Context: an optimization exercise on an open-source flow, tuned for a short achievable clock period and few clock cycles. The choices shown serve that exercise and are no tape-out recipe. Function was checked by simulation only, so behaviour that the tests miss may differ from the original. Power figures rest on the tool's default switching activity, not on a simulated workload.

### flow/design.v
`default_nettype none
package soc_pkg;
   typedef struct packed {
      logic                   cyc;
      logic                   stb;
      logic                   we;
      logic [32-1:0] adr;
      logic [4-1:0]  sel;
      logic [32-1:0] dat;
   } wb_req_t;
   typedef struct packed {
      logic                   ack;
      logic                   err;
      logic [32-1:0] dat;
   } wb_rsp_t;
   typedef enum logic [1:0] {
      ARB_IDLE = 2'd0,
      ARB_CPU  = 2'd1,
      ARB_DBG  = 2'd2
   } arb_state_e;
   typedef enum logic [1:0] {
      SEL_SRAM = 2'd0,
      SEL_GPIO = 2'd1,
      SEL_NONE = 2'd2
   } slave_sel_e;
endpackage
`default_nettype wire
`timescale 1ns/10ps
`default_nettype none
module wb_rr_arbiter (
   input  logic    wb_clk_i,
   input  logic    rst_n_i,
   input  soc_pkg::wb_req_t cpu_req_i,
   output soc_pkg::wb_rsp_t cpu_rsp_o,
   input  soc_pkg::wb_req_t dbg_req_i,
   output soc_pkg::wb_rsp_t dbg_rsp_o,
   output soc_pkg::wb_req_t mst_req_o,
   input  soc_pkg::wb_rsp_t mst_rsp_i
);
   soc_pkg::arb_state_e state_q;
   soc_pkg::arb_state_e state_d;
   logic       last_dbg_q;
   always_comb begin
      state_d = state_q;
      case (state_q)
         soc_pkg::ARB_IDLE: begin
            if (cpu_req_i.cyc && dbg_req_i.cyc) begin
               state_d = last_dbg_q ? soc_pkg::ARB_CPU : soc_pkg::ARB_DBG;
            end else if (cpu_req_i.cyc) begin
               state_d = soc_pkg::ARB_CPU;
            end else if (dbg_req_i.cyc) begin
               state_d = soc_pkg::ARB_DBG;
            end
         end
         soc_pkg::ARB_CPU: begin
            if (!cpu_req_i.cyc) begin
               state_d = soc_pkg::ARB_IDLE;
            end
         end
         soc_pkg::ARB_DBG: begin
            if (!dbg_req_i.cyc) begin
               state_d = soc_pkg::ARB_IDLE;
            end
         end
         default: state_d = soc_pkg::ARB_IDLE;
      endcase
   end
   always_ff @(posedge wb_clk_i or negedge rst_n_i) begin
      if (!rst_n_i) begin
         state_q    <= soc_pkg::ARB_IDLE;
         last_dbg_q <= 1'b1;
      end else begin
         state_q <= state_d;
         if (state_q == soc_pkg::ARB_IDLE && state_d == soc_pkg::ARB_CPU) begin
            last_dbg_q <= 1'b0;
         end else if (state_q == soc_pkg::ARB_IDLE && state_d == soc_pkg::ARB_DBG) begin
            last_dbg_q <= 1'b1;
         end
      end
   end
   always_comb begin
      mst_req_o = '0;
      cpu_rsp_o = '0;
      dbg_rsp_o = '0;
      case (state_q)
         soc_pkg::ARB_CPU: begin
            mst_req_o = cpu_req_i;
            cpu_rsp_o = mst_rsp_i;
         end
         soc_pkg::ARB_DBG: begin
            mst_req_o = dbg_req_i;
            dbg_rsp_o = mst_rsp_i;
         end
         default: ;
      endcase
   end
endmodule
`default_nettype wire
`timescale 1ns/10ps
`default_nettype none
module wb_slave_decoder (
   input  logic    wb_clk_i,
   input  logic    rst_n_i,
   input  soc_pkg::wb_req_t mst_req_i,
   output soc_pkg::wb_rsp_t mst_rsp_o,
   output soc_pkg::wb_req_t sram_req_o,
   input  soc_pkg::wb_rsp_t sram_rsp_i,
   output soc_pkg::wb_req_t gpio_req_o,
   input  soc_pkg::wb_rsp_t gpio_rsp_i
);
   soc_pkg::slave_sel_e sel;
   logic       err_q;
   always_comb begin
      case (mst_req_i.adr[32-1 -: 4])
         4'hE: sel = soc_pkg::SEL_SRAM;
         4'h4: sel = soc_pkg::SEL_GPIO;
         default:        sel = soc_pkg::SEL_NONE;
      endcase
   end
   always_comb begin
      sram_req_o = mst_req_i;
      gpio_req_o = mst_req_i;
      sram_req_o.stb = mst_req_i.stb && (sel == soc_pkg::SEL_SRAM);
      gpio_req_o.stb = mst_req_i.stb && (sel == soc_pkg::SEL_GPIO);
   end
   always_ff @(posedge wb_clk_i or negedge rst_n_i) begin
      if (!rst_n_i) begin
         err_q <= 1'b0;
      end else begin
         err_q <= mst_req_i.cyc && mst_req_i.stb && (sel == soc_pkg::SEL_NONE) && !err_q;
      end
   end
   always_comb begin
      case (sel)
         soc_pkg::SEL_SRAM: mst_rsp_o = sram_rsp_i;
         soc_pkg::SEL_GPIO: mst_rsp_o = gpio_rsp_i;
         default: begin
            mst_rsp_o     = '0;
            mst_rsp_o.err = err_q;
         end
      endcase
   end
endmodule
`default_nettype wire
`timescale 1ns/10ps
`default_nettype none
module sram_slave (
   input  logic    wb_clk_i,
   input  logic    rst_n_i,
   input  soc_pkg::wb_req_t req_i,
   output soc_pkg::wb_rsp_t rsp_o
);
   localparam int unsigned DEPTH = 1 << 8;
   logic [32-1:0]    mem_q [DEPTH];
   logic [32-1:0]    rdata_q;
   logic [8-1:0] word_idx;
   logic                      access;
   logic                      ack_q;
   assign word_idx = req_i.adr[8+1:2];
   assign access = req_i.cyc && req_i.stb && !ack_q;
   always_ff @(posedge wb_clk_i) begin
      if (access) begin
         if (req_i.we) begin
            for (int b = 0; b < 4; b++) begin
               if (req_i.sel[b]) begin
                  mem_q[word_idx][8*b +: 8] <= req_i.dat[8*b +: 8];
               end
            end
         end
         rdata_q <= mem_q[word_idx];
      end
   end
   always_ff @(posedge wb_clk_i or negedge rst_n_i) begin
      if (!rst_n_i) begin
         ack_q <= 1'b0;
      end else begin
         ack_q <= access;
      end
   end
   assign rsp_o = {ack_q, 1'b0, rdata_q};
endmodule
`default_nettype wire
`timescale 1ns/10ps
`default_nettype none
module gpio_slave (
   input  logic              wb_clk_i,
   input  logic              rst_n_i,
   input  soc_pkg::wb_req_t           req_i,
   output soc_pkg::wb_rsp_t           rsp_o,
   input  logic [32-1:0] gpio_in_i,
   output logic [32-1:0] gpio_out_o,
   output logic [32-1:0] gpio_oe_o
);
   logic [32-1:0]     in_meta_q;
   logic [32-1:0]     in_sync_q;
   logic [32-1:0]     out_q;
   logic [32-1:0]     oe_q;
   logic [32-1:0] rdata_q;
   logic [7:0]             ofs;
   logic                   access;
   logic                   ack_q;
   logic                   err_q;
   function automatic logic [32-1:0] merge_lanes(
      input logic [32-1:0]     old_val,
      input logic [32-1:0] wdata,
      input logic [4-1:0]  sel
   );
      logic [32-1:0] res;
      res = old_val;
      for (int b = 0; b < 4; b++) begin
         if (sel[b]) begin
            res[8*b +: 8] = wdata[8*b +: 8];
         end
      end
      merge_lanes = res;
   endfunction
   assign ofs    = req_i.adr[7:0];
   assign access = req_i.cyc && req_i.stb && !(ack_q || err_q);
   always_ff @(posedge wb_clk_i or negedge rst_n_i) begin
      if (!rst_n_i) begin
         in_meta_q <= '0;
         in_sync_q <= '0;
         out_q     <= '0;
         oe_q      <= '0;
         ack_q     <= 1'b0;
         err_q     <= 1'b0;
      end else begin
         in_meta_q <= gpio_in_i;
         in_sync_q <= in_meta_q;
         ack_q     <= 1'b0;
         err_q     <= 1'b0;
         if (access) begin
            case (ofs)
               8'h00: begin
                  err_q <= req_i.we;
                  ack_q <= !req_i.we;
               end
               8'h04: begin
                  ack_q <= 1'b1;
                  if (req_i.we) out_q <= merge_lanes(out_q, req_i.dat, req_i.sel);
               end
               8'h08: begin
                  ack_q <= 1'b1;
                  if (req_i.we) oe_q <= merge_lanes(oe_q, req_i.dat, req_i.sel);
               end
               default: err_q <= 1'b1;
            endcase
         end
      end
   end
   always_ff @(posedge wb_clk_i) begin
      if (access) begin
         case (ofs)
            8'h00:  rdata_q <= in_sync_q;
            8'h04: rdata_q <= out_q;
            8'h08:  rdata_q <= oe_q;
            default:       rdata_q <= '0;
         endcase
      end
   end
   assign rsp_o      = {ack_q, err_q, rdata_q};
   assign gpio_out_o = out_q;
   assign gpio_oe_o  = oe_q;
endmodule
`default_nettype wire
`timescale 1ns/10ps
`default_nettype none
module soc_fabric_top (
   input  logic               wb_clk_i,
   input  logic               rst_n_i,
   input  soc_pkg::wb_req_t            cpu_req_i,
   output soc_pkg::wb_rsp_t            cpu_rsp_o,
   input  soc_pkg::wb_req_t            dbg_req_i,
   output soc_pkg::wb_rsp_t            dbg_rsp_o,
   input  logic [32-1:0] gpio_in_i,
   output logic [32-1:0] gpio_out_o,
   output logic [32-1:0] gpio_oe_o
);
   soc_pkg::wb_req_t mst_req;
   soc_pkg::wb_rsp_t mst_rsp;
   soc_pkg::wb_req_t sram_req;
   soc_pkg::wb_rsp_t sram_rsp;
   soc_pkg::wb_req_t gpio_req;
   soc_pkg::wb_rsp_t gpio_rsp;
   wb_rr_arbiter u_arb (
      .wb_clk_i  (wb_clk_i),
      .rst_n_i   (rst_n_i),
      .cpu_req_i (cpu_req_i),
      .cpu_rsp_o (cpu_rsp_o),
      .dbg_req_i (dbg_req_i),
      .dbg_rsp_o (dbg_rsp_o),
      .mst_req_o (mst_req),
      .mst_rsp_i (mst_rsp)
   );
   wb_slave_decoder u_dec (
      .wb_clk_i   (wb_clk_i),
      .rst_n_i    (rst_n_i),
      .mst_req_i  (mst_req),
      .mst_rsp_o  (mst_rsp),
      .sram_req_o (sram_req),
      .sram_rsp_i (sram_rsp),
      .gpio_req_o (gpio_req),
      .gpio_rsp_i (gpio_rsp)
   );
   sram_slave u_sram (
      .wb_clk_i (wb_clk_i),
      .rst_n_i  (rst_n_i),
      .req_i    (sram_req),
      .rsp_o    (sram_rsp)
   );
   gpio_slave u_gpio (
      .wb_clk_i   (wb_clk_i),
      .rst_n_i    (rst_n_i),
      .req_i      (gpio_req),
      .rsp_o      (gpio_rsp),
      .gpio_in_i  (gpio_in_i),
      .gpio_out_o (gpio_out_o),
      .gpio_oe_o  (gpio_oe_o)
   );
endmodule
`default_nettype wire
`timescale 1ns/10ps
`default_nettype none
module soc_fabric (
   input  logic                   wb_clk_i,
   input  logic                   rst_n_i,
   input  logic                   cpu_cyc_i,
   input  logic                   cpu_stb_i,
   input  logic                   cpu_we_i,
   input  logic [32-1:0] cpu_adr_i,
   input  logic [4-1:0]  cpu_sel_i,
   input  logic [32-1:0] cpu_dat_i,
   output logic                   cpu_ack_o,
   output logic                   cpu_err_o,
   output logic [32-1:0] cpu_dat_o,
   input  logic                   dbg_cyc_i,
   input  logic                   dbg_stb_i,
   input  logic                   dbg_we_i,
   input  logic [32-1:0] dbg_adr_i,
   input  logic [4-1:0]  dbg_sel_i,
   input  logic [32-1:0] dbg_dat_i,
   output logic                   dbg_ack_o,
   output logic                   dbg_err_o,
   output logic [32-1:0] dbg_dat_o,
   input  logic [32-1:0]     gpio_in_i,
   output logic [32-1:0]     gpio_out_o,
   output logic [32-1:0]     gpio_oe_o
);
   soc_pkg::wb_req_t cpu_req;
   soc_pkg::wb_rsp_t cpu_rsp;
   soc_pkg::wb_req_t dbg_req;
   soc_pkg::wb_rsp_t dbg_rsp;
   assign cpu_req = {cpu_cyc_i, cpu_stb_i, cpu_we_i, cpu_adr_i, cpu_sel_i, cpu_dat_i};
   assign dbg_req = {dbg_cyc_i, dbg_stb_i, dbg_we_i, dbg_adr_i, dbg_sel_i, dbg_dat_i};
   assign {cpu_ack_o, cpu_err_o, cpu_dat_o} = cpu_rsp;
   assign {dbg_ack_o, dbg_err_o, dbg_dat_o} = dbg_rsp;
   soc_fabric_top u_top (
      .wb_clk_i   (wb_clk_i),
      .rst_n_i    (rst_n_i),
      .cpu_req_i  (cpu_req),
      .cpu_rsp_o  (cpu_rsp),
      .dbg_req_i  (dbg_req),
      .dbg_rsp_o  (dbg_rsp),
      .gpio_in_i  (gpio_in_i),
      .gpio_out_o (gpio_out_o),
      .gpio_oe_o  (gpio_oe_o)
   );
endmodule
`default_nettype wire
### flow/run.sh
#!/bin/bash
# synth_recipe.tcl (not shown) runs the flow's synth.tcl, then flattens the netlist and writes it again
# the make line also repeats each setting of config.mk as NAME=value (left out here)
make -C /OpenROAD-flow-scripts/flow DESIGN_CONFIG=/design/flow/config.mk WORK_HOME=/design/flow/orfs CLKGATE_MAP_FILE= SYNTH_SCRIPT=/design/flow/synth_recipe.tcl finish
### flow/config.mk
export PLATFORM = sky130hd
export DESIGN_NAME = soc_fabric
export DESIGN_NICKNAME = soc_fabric
export VERILOG_FILES = /design/flow/design.v
export SDC_FILE = /design/flow/constraint.sdc
export NUM_CORES = 8
export LEC_CHECK = 0
export CAP_MARGIN = 20
export CORE_MARGIN = 2
export CORE_UTILIZATION = 40
export SLEW_MARGIN = 20
export SYNTH_MEMORY_MAX_BITS = 16384
### flow/constraint.sdc
create_clock -name core_clock -period 6.0 [get_ports {wb_clk_i}]
set_input_delay 1.2000 -clock core_clock [delete_from_list [all_inputs] [get_ports {wb_clk_i}]]
set_output_delay 1.2000 -clock core_clock [all_outputs]
set_load 0.01 [all_outputs]
==> run summary <==
## kinds of logic (layout without fill, tap and decap cells)
group	Yosys count	in the layout	synth area share, %
and+or+nand+nor	1937	1937	3.16
AOI/OAI and AO/OA	6496	6496	14.3
muxes	96	96	0.338
adders and majority gates	4	4	0.0159
other	0	30	0
buffers and inverters	1604	3923	2.13
DFF	8391	8391	80.1
## state kept, by name (all words and copies together) (netlist names)
| name | count |
|---|---|
| u_top.u_gpio.rdata_q | 32 |
| u_top.u_gpio.in_meta_q | 32 |
| u_top.u_arb.state_q | 2 |
| u_top.u_gpio.ack_q | 1 |
| u_top.u_dec.err_q | 1 |
| u_top.u_sram.rdata_q | 32 |
| u_top.u_sram.ack_q | 1 |
| u_top.u_gpio.oe_q | 32 |
| u_top.u_sram.mem_q | 8192 |
| u_top.u_gpio.out_q | 32 |
| u_top.u_gpio.err_q | 1 |
| u_top.u_arb.last_dbg_q | 1 |
| u_top.u_gpio.in_sync_q | 32 |
## synth_stat cells (7+ instances only)
cell	count	area [um2]
a211oi_1	21	158
a21oi_1	1738	8700
a221oi_1	296	2590
a222oi_1	43	430
a22o_1	348	3050
a22oi_1	3366	25300
a311oi_1	33	289
a31oi_1	17	106
a41oi_1	7	61.3
and2_1	73	457
buf_1	454	1700
buf_2	477	2390
buf_4	15	113
clkbuf_1	609	2290
dfrtp_1	134	3350
edfxtp_1	8256	248000
inv_1	46	173
mux2_2	79	890
mux2i_1	17	170
nand2_1	197	739
nand3_1	40	200
nand4_1	54	338
nor2_1	216	811
nor3_1	930	4650
nor4_1	391	2450
o2111ai_1	18	158
o21ai_0	151	756
o22ai_1	336	2100
o2bb2ai_1	10	87.6
o31ai_1	19	143
o41ai_1	23	201
or4_1	10	75.1
## layer usage
layer / wire (um) / vias up
met5: 236 / -
met4: 42300 / 34
met3: 105000 / 1731
met2: 458000 / 11500
met1: 387000 / 99300
li1: - / 80600
## power by group through the flow
stage	Combinational [W]	Clock (W)	Sequential, W
floorplan	0.0189	0	0.0714
finish	0.0422	0.0491	0.0694
CTS	0.0414	0.0495	0.0694
global route	0.0435	0.0517	0.0694
global placement	0.0408	0	0.0706
detailed placement	0.0412	0	0.0706
## metrics by stage
stage / setup slack [ns] / hold WS [ns] / setup TNS [ns] / area (um2) / total power, W
after CTS: 0.0160 / 0.0653 / 0 / 370000 / 0.160
after global routing: 0.112 / 0.137 / 0 / 370000 / 0.165
after global placement: -0.0756 / 0.335 / -0.0954 / 344000 / 0.111
final: 0.288 / 0.109 / 0 / 370000 / 0.161
after floorplan: -0.600 / 0.331 / -4734.71 / 314000 / 0.0904
after detailed placement: -0.0998 / 0.335 / -0.0998 / 345000 / 0.112
## cell type report
class / instances / area (um2) / area share [%]
inverters: 47 / 184 / 0.0497
clock buffers: 973 / 20700 / 5.58
well taps: 10500 / 13100 / 3.54
repair buffers: 2437 / 23000 / 6.21
flip-flops and latches: 8391 / 251000 / 67.9
diodes: 30 / 75.1 / 0.0203
multi-input cells: 8533 / 57600 / 15.6
clock inverters: 466 / 4360 / 1.18
## placed cells by master, fill, tap and decap left out, types with 30 or more instances in the layout
master and n:
a22oi_1 3365, nor3_2 202, nand3_1 38, nor3_1 729, nand4_1 54, clkinv_2 114, dfrtp_1 134, nor4_1 387
o21ai_0 151, a22o_1 346, edfxtp_1 8256, a222oi_1 43, a311oi_1 33, nor2_1 165, mux2_2 79, o22ai_1 336
diode_2 30, buf_4 1827, clkinv_1 205, clkdlybuf4s50_1 270, and2_1 72, clkbuf_16 800, buf_12 321, a221oi_1 296
nand2_1 155, nand2_4 37, a21oi_1 1737, bufinv_16 70, nor2_4 45, inv_1 46, clkbuf_1 173
## timing repair
action | CTS | global route
pin swaps | 1 | 1
endpoints found under the setup margin | 52 | 8
setup buffers | 2 | 7
gates resized for setup | 0 | 1
## worst reg2reg max path, stage by stage (launching register included)
cell	delay, ns
dfrtp_1	0.47
inv_1	0.16
ha_4	0.22
buf_4	0.16
a22oi_4	0.53
nor3_4	0.27
buf_12	0.24
buf_4	0.32
buf_4	0.26
a22oi_1	0.16
a21oi_1	0.13
nor4_1	1.01
o22ai_1	0.56
nor3_1	0.32
buf_4	0.14
nand4_1	0.07
buf_4	0.19
## worst paths after layout
check	from	to	slack, ns
worst max-delay path	u_top.u_arb.state_q[1]	cpu_dat_o[2]	0.29
worst min-delay path	rst_n_i	u_top.u_gpio.in_meta_q[9]	0.11
worst max register to register	u_top.u_arb.state_q[0]	u_top.u_sram.rdata_q[13]	0.53
worst min register to register	u_top.u_gpio.in_meta_q[30]	u_top.u_gpio.in_sync_q[30]	0.35
max in group asynchronous	rst_n_i	u_top.u_gpio.oe_q[27]	4.77
min in group core_clock	u_top.u_gpio.in_meta_q[30]	u_top.u_gpio.in_sync_q[30]	0.35
==> impl_metrics.toml <==
[status]
status = "finished clean"

[die]
fp-row-count = 325
dieArea_um2 = 792000
core_area_um2 = 782000
initial_core_util_pct = 40.1
fp.dieH_um = 890
die_x_um = 890
ios = 308

[final_layout]
synthToLayoutAreaGrowth_pct = 18.0
n_fill_cell = 65900
finish.utilization_pct = 47.3
layout.nets = 20400
drive_above_1_share_pct = 17.4
final_cells = 31300

[drt]
routedWlPerCell_um = 31.7
antenna_left = 0
drc = 0
drt-total-wl_um = 993000
vias = 193000
initialDrtViolationCount = 28600
dr.pass1.iters = 9
viasPerCell = 6.16

[synthesis]
synth_ff_type = "edfxtp_1"
synthDistinctLibCells = 72
async_flop_share_pct = 1.61
synth-edff-count = 8256
syn_inst = 18500
ys_ff_latch = 8391
synth_nets = 18700
seq_area_frac_synth_pct = 80.1
yosys_warnings = 4
netlist_area_um2 = 314000
syn_avg_cell_area_um2 = 16.9

[sta]
slew_headroom_pct = 7.62
min_period_ns = 5.71
setup_violations = 0
fin_crit_sh_pct = 95.2
fin_worst_skew_ns = 0.0776
fmax_mhz = 175
drv_slew = 0
worstMarginPinSlew_ns = 1.39
final_hold_viol_count = 0
rsz0062_at_grt = "no"

[clock_tree]
clock_path_buffers = 4
cts_tree = "done"
clkTransAtPathRegs_ns = 0.07
clkSinkCount = 8391
htreeDepth = 6
holdBufCountCts = 0
clockRootBuffer = "clkbuf_16"
worstSkewPairLatency_ns = 1.19
cts_buffers = 781

[setup_path]
worstPathArrival_ns = 4.51
cpLargestDelayFamily = "buffers and inverters"
cp_num_buf_inv = 3
slowest_stage = "clkdlybuf4s50_1"
cp-end-kind = "output pin"
cp.required_ns = 4.80
reg2reg_depth = 16
crit_fanout = 35
crit_cells = 10
critPathKind = "flip-flop to output pin"
cpPeakStageDelay_ns = 0.54
crit_path_start_kind = "flip-flop"
crit_path_cell_trace = "inv_1 -> ha_4 -> a22oi_1 -> a221oi_1 -> nand2_1 -> nor3_4 -> buf_12 -> a22o_1 -> and2_1 -> clkdlybuf4s50_1"

[global_routing]
met1_usage_pct = 33.4
grt_pass1_vias = 185000
met3_usage_pct = 4.57
use_met2_pct = 37.8
top_usage_layer = "met2"
grt_max_degree = 201
antenna_found_initial = 65
track_usage_pct = 24.1
grt_first_pass_wirelength_um = 1390000
grt_overflow = 0

[power_and_ir_drop]
p_sw_share_pct = 32.2
power_density_nw_per_um2 = 434
internal_power_w = 0.109
switchingPower_w = 0.0518
ir_worst_vdd_mv = 0.507
combinationalPowerShare_pct = 26.3
p_leak_nw = 117
p_clk_share_pct = 30.6
p_seq_share_pct = 43.2

[placed_design]
place.gp.congestion = 0.869
placedCellCount = 29900
hpwl_um = 611000
portBuffers = 271

[min_path]
holdCritPathClass = "primary input to asynchronous set/reset pin"

[run]
cap_violations = 0
Testbench counts, summed over its fixed seeds: cycles 25,592.

[separate check: timing with driven ports]
The results above use ideal ports. As a check the final layout listed here was re-extracted and re-timed, cells and wires unchanged.
Step 1 sets driving cells, clkbuf_16 on the clock port and buf_2 on the other inputs (assumed; they add their load-dependent delay and slew).
Step 2 times the ports against the registers' clock, not the clock port: input delays grow and output delays shrink by t, the midpoint of the rising clock arrivals with the driver on.
Three values: ideal ports, drivers, drivers and shift; two values: the first two.
t (ns): 1.303
slack for setup (ns): 0.288 / 0.143 / -0.261
hold slack, ns: 0.109 / 0.010 / 0.346
worst setup path after step 2: input to register
With both steps, setup timing fails in this run, where it was met with ideal ports. For this run, drivers alone change the setup slack by -0.145 ns; drivers and shift together by -0.549 ns.
